This design comes from an exercise in tuning for small area, a short achievable clock period and few clock cycles on the open sky130 flow, not from production work.
In this exercise RTL edits were held to simulation tests only and were not proved equivalent to the original.
Power figures rest on the tool's default switching activity, not on a simulated workload.

==> design/flow/design.v <==
`default_nettype none
package srt_pkg;
	localparam int DEF_CAPACITY = 32;
	localparam int IDX_W        = 5;
	typedef enum logic [1:0] {
		STATUS_STORED = 2'd0,
		STATUS_FULL   = 2'd1,
		STATUS_LISTED = 2'd2,
		STATUS_EMPTY  = 2'd3
	} status_t;
	typedef enum logic {
		MODE_INSERT = 1'b0,
		MODE_LIST   = 1'b1
	} mode_t;
	typedef enum logic [2:0] {
		S_IDLE,
		S_INS_SCAN,
		S_INS_PLACE,
		S_LIST,
		S_LIST_END
	} state_t;
	typedef struct packed {
		mode_t              mode;
		logic [63:0]        name_head;
		logic [15:0]        name_tail;
		logic signed [31:0] age;
		logic signed [31:0] phone;
	} item_t;
	typedef struct packed {
		logic [63:0]        name_head;
		logic [15:0]        name_tail;
		logic signed [31:0] age;
		logic signed [31:0] phone;
	} rec_t;
	typedef struct packed {
		status_t            status;
		logic [IDX_W-1:0]   entry_index;
		logic [63:0]        out_name_head;
		logic [15:0]        out_name_tail;
		logic signed [31:0] out_age;
		logic signed [31:0] out_phone;
		logic               last;
	} result_t;
	typedef struct packed {
		logic load;
		logic rd_en;
		logic list_rd;
		logic list_last;
		logic wr_shift;
		logic wr_new;
		logic emit_full;
		logic emit_empty;
	} ctl_cmd_t;
endpackage
`default_nettype wire
`default_nettype none
module srt_ctrl #(
	parameter int CAPACITY = srt_pkg::DEF_CAPACITY,
	parameter int AW       = $clog2(CAPACITY),
	parameter int CW       = $clog2(CAPACITY + 1)
) (
	input  wire logic              clk,
	input  wire logic              arst_n,
	input  wire logic              start,
	input  wire srt_pkg::mode_t    mode,
	input  wire logic              greater,
	output logic                   busy,
	output srt_pkg::ctl_cmd_t      cmd,
	output logic [AW-1:0]          rd_addr,
	output logic [AW-1:0]          wr_addr,
	output logic [AW-1:0]          res_idx
);
	srt_pkg::state_t state_q, state_d;
	logic [AW-1:0]   ptr_q, ptr_d;
	logic [CW-1:0]   count_q, count_d;
	logic [CW-1:0]   count_m1;
	logic            full;
	assign count_m1 = count_q - CW'(1);
	assign full     = (count_q == CW'(CAPACITY));
	always_ff @(posedge clk or negedge arst_n) begin
		if (!arst_n) begin
			state_q <= srt_pkg::S_IDLE;
			ptr_q   <= '0;
			count_q <= '0;
		end else begin
			state_q <= state_d;
			ptr_q   <= ptr_d;
			count_q <= count_d;
		end
	end
	always_comb begin
		state_d = state_q;
		ptr_d   = ptr_q;
		count_d = count_q;
		cmd     = '0;
		rd_addr = ptr_q;
		wr_addr = ptr_q;
		res_idx = ptr_q;
		busy    = 1'b1;
		unique case (state_q)
			srt_pkg::S_IDLE: begin
				busy = 1'b0;
				if (start) begin
					if (mode == srt_pkg::MODE_INSERT) begin
						if (full) begin
							cmd.emit_full = 1'b1;
						end else if (count_q == '0) begin
							cmd.load = 1'b1;
							ptr_d    = '0;
							state_d  = srt_pkg::S_INS_PLACE;
						end else begin
							cmd.load  = 1'b1;
							cmd.rd_en = 1'b1;
							rd_addr   = AW'(count_m1);
							ptr_d     = AW'(count_m1);
							state_d   = srt_pkg::S_INS_SCAN;
						end
					end else begin
						if (count_q == '0) begin
							cmd.emit_empty = 1'b1;
						end else begin
							cmd.rd_en     = 1'b1;
							cmd.list_rd   = 1'b1;
							cmd.list_last = (count_q == CW'(1));
							rd_addr       = '0;
							ptr_d         = AW'(1);
							state_d       = (count_q == CW'(1)) ? srt_pkg::S_LIST_END
							                                    : srt_pkg::S_LIST;
						end
					end
				end
			end
			srt_pkg::S_INS_SCAN: begin
				if (greater) begin
					cmd.wr_shift = 1'b1;
					wr_addr      = ptr_q + AW'(1);
					if (ptr_q == '0) begin
						state_d = srt_pkg::S_INS_PLACE;
					end else begin
						cmd.rd_en = 1'b1;
						rd_addr   = ptr_q - AW'(1);
						ptr_d     = ptr_q - AW'(1);
					end
				end else begin
					ptr_d   = ptr_q + AW'(1);
					state_d = srt_pkg::S_INS_PLACE;
				end
			end
			srt_pkg::S_INS_PLACE: begin
				cmd.wr_new = 1'b1;
				count_d    = count_q + CW'(1);
				state_d    = srt_pkg::S_IDLE;
			end
			srt_pkg::S_LIST: begin
				cmd.rd_en     = 1'b1;
				cmd.list_rd   = 1'b1;
				cmd.list_last = (CW'(ptr_q) == count_m1);
				if (CW'(ptr_q) == count_m1) begin
					state_d = srt_pkg::S_LIST_END;
				end else begin
					ptr_d = ptr_q + AW'(1);
				end
			end
			srt_pkg::S_LIST_END: begin
				state_d = srt_pkg::S_IDLE;
			end
			default: begin
				state_d = srt_pkg::S_IDLE;
			end
		endcase
	end
endmodule
`default_nettype wire
`default_nettype none
module srt_datapath #(
	parameter int CAPACITY = srt_pkg::DEF_CAPACITY,
	parameter int AW       = $clog2(CAPACITY)
) (
	input  wire logic             clk,
	input  wire logic             arst_n,
	input  wire srt_pkg::item_t   item,
	input  wire srt_pkg::ctl_cmd_t cmd,
	input  wire logic [AW-1:0]    rd_addr,
	input  wire logic [AW-1:0]    wr_addr,
	input  wire logic [AW-1:0]    res_idx,
	output logic                  greater,
	output logic                  strobe,
	output srt_pkg::result_t      result
);
	localparam int IdxExtW = AW + srt_pkg::IDX_W;
	logic [143:0]    mem [0:CAPACITY-1];
	srt_pkg::rec_t   rec_q;
	srt_pkg::rec_t   rd_data_q;
	logic [AW-1:0]   rd_idx_s1;
	logic            list_s1;
	logic            last_s1;
	logic            strobe_q;
	srt_pkg::result_t res_q;
	logic [IdxExtW-1:0] list_idx_ext;
	logic [IdxExtW-1:0] new_idx_ext;
	logic [79:0]     key_a;
	logic [79:0]     key_b;
	logic [79:0]     key_mask;
	logic [9:0]      keep;
	always_ff @(posedge clk) begin
		if (cmd.load) begin
			rec_q.name_head <= item.name_head;
			rec_q.name_tail <= item.name_tail;
			rec_q.age       <= item.age;
			rec_q.phone     <= item.phone;
		end
	end
	always_ff @(posedge clk) begin
		if (cmd.wr_shift) begin
			mem[wr_addr] <= rd_data_q;
		end else if (cmd.wr_new) begin
			mem[wr_addr] <= rec_q;
		end
		if (cmd.rd_en) begin
			rd_data_q <= mem[rd_addr];
		end
		if (cmd.list_rd) begin
			rd_idx_s1 <= rd_addr;
			last_s1   <= cmd.list_last;
		end
	end
	assign key_a = {rd_data_q.name_head, rd_data_q.name_tail};
	assign key_b = {rec_q.name_head, rec_q.name_tail};
	always_comb begin
		keep[9] = 1'b1;
		for (int k = 8; k >= 0; k--) begin
			keep[k] = keep[k+1] & (key_a[8*k+15 -: 8] != 8'h00);
		end
		for (int k = 0; k < 10; k++) begin
			key_mask[8*k+7 -: 8] = {8{keep[k]}};
		end
	end
	assign greater = (key_a & key_mask) > (key_b & key_mask);
	assign list_idx_ext = IdxExtW'(rd_idx_s1);
	assign new_idx_ext  = IdxExtW'(res_idx);
	always_ff @(posedge clk or negedge arst_n) begin
		if (!arst_n) begin
			list_s1  <= 1'b0;
			strobe_q <= 1'b0;
		end else begin
			list_s1  <= cmd.list_rd;
			strobe_q <= list_s1 | cmd.wr_new | cmd.emit_full | cmd.emit_empty;
		end
	end
	always_ff @(posedge clk) begin
		if (list_s1) begin
			res_q.status        <= srt_pkg::STATUS_LISTED;
			res_q.entry_index   <= list_idx_ext[srt_pkg::IDX_W-1:0];
			res_q.out_name_head <= rd_data_q.name_head;
			res_q.out_name_tail <= rd_data_q.name_tail;
			res_q.out_age       <= rd_data_q.age;
			res_q.out_phone     <= rd_data_q.phone;
			res_q.last          <= last_s1;
		end else if (cmd.wr_new) begin
			res_q.status        <= srt_pkg::STATUS_STORED;
			res_q.entry_index   <= new_idx_ext[srt_pkg::IDX_W-1:0];
			res_q.out_name_head <= rec_q.name_head;
			res_q.out_name_tail <= rec_q.name_tail;
			res_q.out_age       <= rec_q.age;
			res_q.out_phone     <= rec_q.phone;
			res_q.last          <= 1'b1;
		end else if (cmd.emit_full || cmd.emit_empty) begin
			res_q.status        <= cmd.emit_full ? srt_pkg::STATUS_FULL
			                                     : srt_pkg::STATUS_EMPTY;
			res_q.entry_index   <= '0;
			res_q.out_name_head <= '0;
			res_q.out_name_tail <= '0;
			res_q.out_age       <= '0;
			res_q.out_phone     <= '0;
			res_q.last          <= 1'b1;
		end
	end
	assign strobe = strobe_q;
	assign result = res_q;
endmodule
`default_nettype wire
`default_nettype none
module sorted_record_table_core #(
	parameter int CAPACITY = srt_pkg::DEF_CAPACITY
) (
	input  wire logic             clk,
	input  wire logic             arst_n,
	input  wire logic             start,
	input  wire srt_pkg::item_t   item,
	output logic                  busy,
	output logic                  strobe,
	output srt_pkg::result_t      result
);
	localparam int AW = $clog2(CAPACITY);
	localparam int CW = $clog2(CAPACITY + 1);
	srt_pkg::ctl_cmd_t cmd;
	logic [AW-1:0]     rd_addr;
	logic [AW-1:0]     wr_addr;
	logic [AW-1:0]     res_idx;
	logic              greater;
	srt_ctrl #(
		.CAPACITY (CAPACITY),
		.AW       (AW),
		.CW       (CW)
	) u_ctrl (
		.clk     (clk),
		.arst_n  (arst_n),
		.start   (start),
		.mode    (item.mode),
		.greater (greater),
		.busy    (busy),
		.cmd     (cmd),
		.rd_addr (rd_addr),
		.wr_addr (wr_addr),
		.res_idx (res_idx)
	);
	srt_datapath #(
		.CAPACITY (CAPACITY),
		.AW       (AW)
	) u_datapath (
		.clk     (clk),
		.arst_n  (arst_n),
		.item    (item),
		.cmd     (cmd),
		.rd_addr (rd_addr),
		.wr_addr (wr_addr),
		.res_idx (res_idx),
		.greater (greater),
		.strobe  (strobe),
		.result  (result)
	);
endmodule
`default_nettype wire
`default_nettype none
module srt_top (
	input  wire logic        clk,
	input  wire logic        arst_n,
	input  wire logic        start,
	input  wire logic        mode,
	input  wire logic [63:0] name_head,
	input  wire logic [15:0] name_tail,
	input  wire logic [31:0] age,
	input  wire logic [31:0] phone,
	output logic             busy,
	output logic             strobe,
	output logic [1:0]       status,
	output logic [4:0]       entry_index,
	output logic [63:0]      out_name_head,
	output logic [15:0]      out_name_tail,
	output logic [31:0]      out_age,
	output logic [31:0]      out_phone,
	output logic             last
);
	srt_pkg::item_t   item;
	srt_pkg::result_t result;
	assign item.mode      = srt_pkg::mode_t'(mode);
	assign item.name_head = name_head;
	assign item.name_tail = name_tail;
	assign item.age       = age;
	assign item.phone     = phone;
	sorted_record_table_core #(
		.CAPACITY (32)
	) u_core (
		.clk    (clk),
		.arst_n (arst_n),
		.start  (start),
		.item   (item),
		.busy   (busy),
		.strobe (strobe),
		.result (result)
	);
	assign status        = result.status;
	assign entry_index   = result.entry_index;
	assign out_name_head = result.out_name_head;
	assign out_name_tail = result.out_name_tail;
	assign out_age       = result.out_age;
	assign out_phone     = result.out_phone;
	assign last          = result.last;
endmodule
`default_nettype wire
==> design/flow/run.sh <==
#!/bin/bash
# synth_recipe.tcl (not shown) runs the flow's synth.tcl, then flattens the netlist and writes it again
# the make line also repeats each setting of config.mk as NAME=value (left out here)
make -C /OpenROAD-flow-scripts/flow DESIGN_CONFIG=/design/flow/config.mk WORK_HOME=/design/flow/orfs CLKGATE_MAP_FILE= SYNTH_SCRIPT=/design/flow/synth_recipe.tcl finish
==> design/flow/config.mk <==
export PLATFORM = sky130hd
export DESIGN_NAME = srt_top
export DESIGN_NICKNAME = srt_top
export VERILOG_FILES = /design/flow/design.v
export SDC_FILE = /design/flow/constraint.sdc
export NUM_CORES = 4
export LEC_CHECK = 0
export CAP_MARGIN = 20
export CORE_MARGIN = 2
export CORE_UTILIZATION = 40
export SLEW_MARGIN = 20
export SYNTH_MEMORY_MAX_BITS = 16384
==> design/flow/constraint.sdc <==
create_clock -name core_clock -period 8.5 [get_ports {clk}]
set_input_delay 1.7000 -clock core_clock [delete_from_list [all_inputs] [get_ports {clk}]]
set_output_delay 1.7000 -clock core_clock [all_outputs]
set_load 0.01 [all_outputs]
==> results by group <==
Timing
  • Setup violation total in the final timing report: 0
  • Unrepaired setup endpoints after global routing: no
  • Slew Limit Fails: 0
  • Worst-margin pin slew: 1150 ps
  • Period utilization: 97.7%
  • Top achievable clock speed: 120 MHz
  • Shortest period the worst path allows: 8310 ps
  • Total count of hold-check failures in the final report: 0
  • Worst slew margin: 23.3%
  • Worst clock skew: 69.8 ps
  • Sum Neg Setup Slack: 0 ps
  • Worst Setup Slack, final: 193 ps

Critical path
  • Dominant cell type by count on the critical path: a21boi_2
  • Critical Path Fanout Max: 30
  • Required time of the worst setup path: 9420 ps
  • Critical Path Source Type: flop
  • Reg-to-Reg End: u_core.u_datapath.rd_data_q[68]$_DFFE_PP_
  • Beginning of the worst register-to-register path: u_core.u_datapath.rd_data_q[137]$_DFFE_PP_
  • Maximum single-stage delay on the critical path: 500 ps
  • Number of cells on the worst reg-to-reg path: 30
  • End point of the critical path: u_core.u_datapath.rd_data_q[68]$_DFFE_PP_
  • Kind of end point of the critical path: flop
  • Critical path arrival: 9230 ps
  • Timing startpoint of the critical path: u_core.u_datapath.rd_data_q[137]$_DFFE_PP_
  • Crit path max-delay cell type: edfxtp_1
  • Classification of the worst setup path: flop to flop
  • Register-to-register setup slack: 190 ps

Clocking
  • Number of buffers on the longest clock path: 4
  • Number of H-tree branching levels: 6
  • CTS tree: done
  • CTS Root Buffer Type: clkbuf_16
  • Count of buffers added by post-CTS timing repair for setup: 0
  • Worst-path clk slew: 60 ps
  • Clock network latency to the later pin of the worst-skew pair: 1090 ps
  • Hold-fix buffers at CTS: 0
  • Total clock buffers created by CTS: 531
  • Clock sinks: 5,070

Route
  • Antenna-violating nets left: 0
  • Uppermost metal layer occupied by signal nets: met5
  • Amount of wire on met2 after detailed routing: 279 mm
  • Post-detailed-routing wire length: 593 mm
  • Number of design-rule violations left by the first detailed-router iteration: 14,900
  • Drt via density: 5.67
  • Pre-Repair DR Iteration Count: 6
  • WL met1: 247 mm
  • Met3 WL: 43.9 mm
  • Remaining design rule violation count: 0
  • Vias: 121,000
  • Wire per inst: 27.8 µm

Finish
  • Multi-input logic area: 46,200 µm²
  • Non-Filler Instances: 21,300
  • Final Core Density: 47.1%
  • Number of nets in the layout: 14,400
  • Register area: 152,000 µm²
  • Number of filler cells placed in the layout: 42,400
  • Share of final-layout standard cells stronger than drive strength 1: 13.4%
  • Layout-stage area growth over the synthesis result: 17.1%

Synth
  • Avg Synthesized Cell Area: 15.0 µm²
  • Synthesized area: 202,000 µm²
  • Yosys cell types: 72
  • Sequential-to-total area share from yosys stat: 75.4%
  • Cell count after synthesis: 13,500
  • Post-synthesis net count: 13,700
  • Flip-flop and latch count after synthesis: 5,070
  • Most used DFF post-synth: edfxtp_1
  • YS warnings: 2
  • Ys async rst share: 0.316%
  • Number of enable-type register cells in the synthesized netlist: 5,052

Placement
  • Detailed Place HPWL: 339 mm
  • Quantity of I/O buffers inserted on ports: 301
  • Global placement routability congestion: 0.838
  • Worst setup slack after placement: -381 ps
  • Total placed cells including tap cells: 20,300

Die
  • Width of the die: 714 µm
  • Row Count: 260
  • Initial core utilization: 40.2%
  • Floorplan die area: 510,000 µm²
  • DIE HEIGHT: 714 µm
  • Area of the core: 502,000 µm²
  • Top-Level Pins: 302

Global route
  • Initial antenna violation count: 13
  • Sum of overflow across all layers after global routing: 0
  • Overall global routing resource usage: 22.6%
  • Wire length of the first global-routing pass: 846 mm
  • Pin count of the biggest net entering global routing: 114
  • Vias in the first global route: 116,000

Power and ir drop
  • Static Leakage: 82.1 nW
  • Max rail drop VDD: 0.000478 V
  • Areal power density over the cells: 456 nW/µm²

Hold path
  • Class of the tightest hold or removal check: flop to flop
  • Startpoint of the tightest hold check path: u_core.u_datapath.rd_data_q[19]$_DFFE_PP_

Outcome
  • Result of the run: complete, no violations

Run
  • Max capacitance violation total: 0
cell usage in the layout (no fill, tap or decap), types with 24 or more instances in the layout:
cell and instances:
nand4_1 56, a22o_1 75, a221oi_1 95, a21oi_1 248, nand3_1 1331, inv_6 24
clkbuf_16 539, ha_1 85, edfxtp_1 5052, o21ai_0 188, a31oi_1 76, clkinv_1 104
mux2i_1 794, a22oi_1 136, and2_1 74, buf_4 388, nand2_1 3312, o211ai_1 199
mux4_2 241, clkinv_2 71, and3_1 175, bufinv_16 35, buf_12 339, clkdlybuf4s50_1 300
nor2_1 36, nor2_4 28, clkbuf_1 122, mux2_2 147
critical path: cells and delay by family, from the launching register on:
family | cells | cell delay [ps]
and+or+nand+nor | 7 | 1290
buffers and inverters | 6 | 1130
AOI/OAI and AO/OA | 14 | 4290
muxes | 2 | 590
adders and majority gates | 1 | 310
DFF | 1 | 500
through the flow:
step / area (µm²) / hold slack, ps / power [mW]
2_1_floorplan: 202000 / 477 / 66.9
3_3_place_gp: 219000 / 554 / 85.0
3_5_place_dp: 220000 / 549 / 85.4
4_1_cts: 236000 / 528 / 108
5_1_grt: 236000 / 587 / 113
6_report: 236000 / 539 / 108
flip-flops by register name, indices dropped and copies added (netlist names):
register	count
u_core.u_datapath.mem	4608
u_core.u_ctrl.state_q	3
u_core.u_datapath.strobe_q	1
u_core.u_datapath.rd_data_q	144
u_core.u_datapath.list_s1	1
u_core.u_datapath.rec_q	144
u_core.u_ctrl.ptr_q	5
u_core.u_datapath.res_q	152
u_core.u_datapath.last_s1	1
u_core.u_ctrl.count_q	6
u_core.u_datapath.rd_idx_s1	5
timing repair:
item | 4_1_cts | 5_1_grt
endpoints found under the setup margin | 142 | 511
gates cloned | 0 | 0
resized for setup | 4 | 2
how the worst min path moves through the flow:
| stage | end | slack (ps) | cells after the start |
|---|---|---|---|
| detailed placement | u_core.u_datapath.res_q[150]$_SDFFE_PP0P_ | 550 | 2 |
| global placement | u_core.u_datapath.res_q[20]$_DFFE_PP_ | 550 | 2 |
| floorplan | u_core.u_datapath.res_q[0]$_SDFFCE_PN1P_ | 480 | 1 |
| CTS | u_core.u_datapath.res_q[20]$_DFFE_PP_ | 530 | 2 |
| global route | u_core.u_datapath.strobe_q$_DFF_PN0_ | 590 | 1 |
| finish | u_core.u_datapath.res_q[20]$_DFFE_PP_ | 540 | 2 |
cell usage after synthesis, types with 4 or more instances:
| cell | instances | area (µm²) |
|---|---|---|
| a21oi_1 | 249 | 1250 |
| or3_1 | 4 | 25.0 |
| a221oi_1 | 96 | 841 |
| mux2_2 | 147 | 1660 |
| nand2_1 | 3332 | 12500 |
| a31oi_1 | 79 | 494 |
| mux4_2 | 241 | 5430 |
| inv_1 | 21 | 78.8 |
| buf_2 | 304 | 1520 |
| buf_1 | 75 | 282 |
| xnor2_1 | 10 | 87.6 |
| nand4_1 | 56 | 350 |
| buf_6 | 18 | 203 |
| edfxtp_1 | 5052 | 152000 |
| nand3_1 | 1332 | 6670 |
| o31ai_1 | 7 | 52.6 |
| o21ai_1 | 20 | 100 |
| nor2_1 | 65 | 244 |
| mux2i_1 | 794 | 7950 |
| and2_1 | 76 | 475 |
| nand2b_1 | 10 | 62.6 |
| nor2b_1 | 14 | 87.6 |
| a221oi_2 | 20 | 300 |
| o22ai_1 | 5 | 31.3 |
| nor4_1 | 19 | 119 |
| a21boi_1 | 5 | 37.5 |
| a31o_2 | 9 | 78.8 |
| a32oi_1 | 9 | 78.8 |
| a22oi_1 | 136 | 1020 |
| and3_1 | 176 | 1100 |
| xor2_1 | 6 | 52.6 |
| a21o_1 | 12 | 90.1 |
| a22o_1 | 75 | 657 |
| clkbuf_1 | 371 | 1390 |
| o211ai_1 | 199 | 1490 |
| buf_4 | 55 | 413 |
| dfrtp_1 | 16 | 400 |
| ha_1 | 85 | 1060 |
| nor3_1 | 13 | 65.1 |
| o21ai_0 | 189 | 946 |
kinds of logic (layout without fill, tap and decap cells):
logic type / count (synthesis) / count (layout) / synth area share [%]
AO/OA/AOI/OAI: 1135 / 1135 / 3.82
XOR/XNOR: 16 / 16 / 0.0694
adder cells (fa/ha/maj): 85 / 85 / 0.527
buffers and inverters: 853 / 2007 / 1.96
flip-flops: 5070 / 5070 / 75.4
multiplexers: 1184 / 1184 / 7.46
other: 0 / 4 / 0
AND/OR/NAND/NOR: 5108 / 5108 / 10.8
power breakdown:
| group | switching (mW) | total [mW] | internal (mW) |
|---|---|---|---|
| combinational | 30.9 | 47.9 | 17.1 |
| clock | 9.80 | 22.6 | 12.8 |
| sequential | 1.45 | 37.2 | 35.8 |
final cells by class:
type	instances	share of cell area (%)
tap	6681	3.54
clock inverter	276	1.14
clock buffer	661	5.90
multi-input combinational	7528	19.6
timing repair buffer	1044	5.47
inverter	26	0.0534
antenna	4	0.00423
sequential	5070	64.3
per-layer routing:
layer  up-vias  global-route usage, %
li1      52300                      -
met1     62200                   31.9
met2      5377                   36.5
met3       927                   2.77
met4         2                   7.78
met5         -                      0
Testbench counts, summed over its fixed seeds: cycles 18,652.

## port drivers added, routing unchanged
In the flow no input, the clock included, has a driving cell. The finished layout below was timed again as built, in two steps. Step 1 assumes that a clkbuf_16 drives the clock port and a buf_2 every other input. Step 2 times the ports against the registers' clock, not the clock port: input delays grow and output delays shrink by t, the midpoint of the rising clock arrivals with the driver on. Slacks: ideal ports / drivers / drivers and shift; pairs: ideal ports / drivers.
t (ns): 1.184
setup slack, ns: 0.193 / 0.193 / 0.193
hold slack, ns: 0.539 / 0.486 / 0.539
worst data-port slew with drivers (ns): 0.22
After both steps this run still meets setup and hold. For this run, drivers alone change the setup slack by 0.000 ns; drivers and shift together by 0.000 ns.
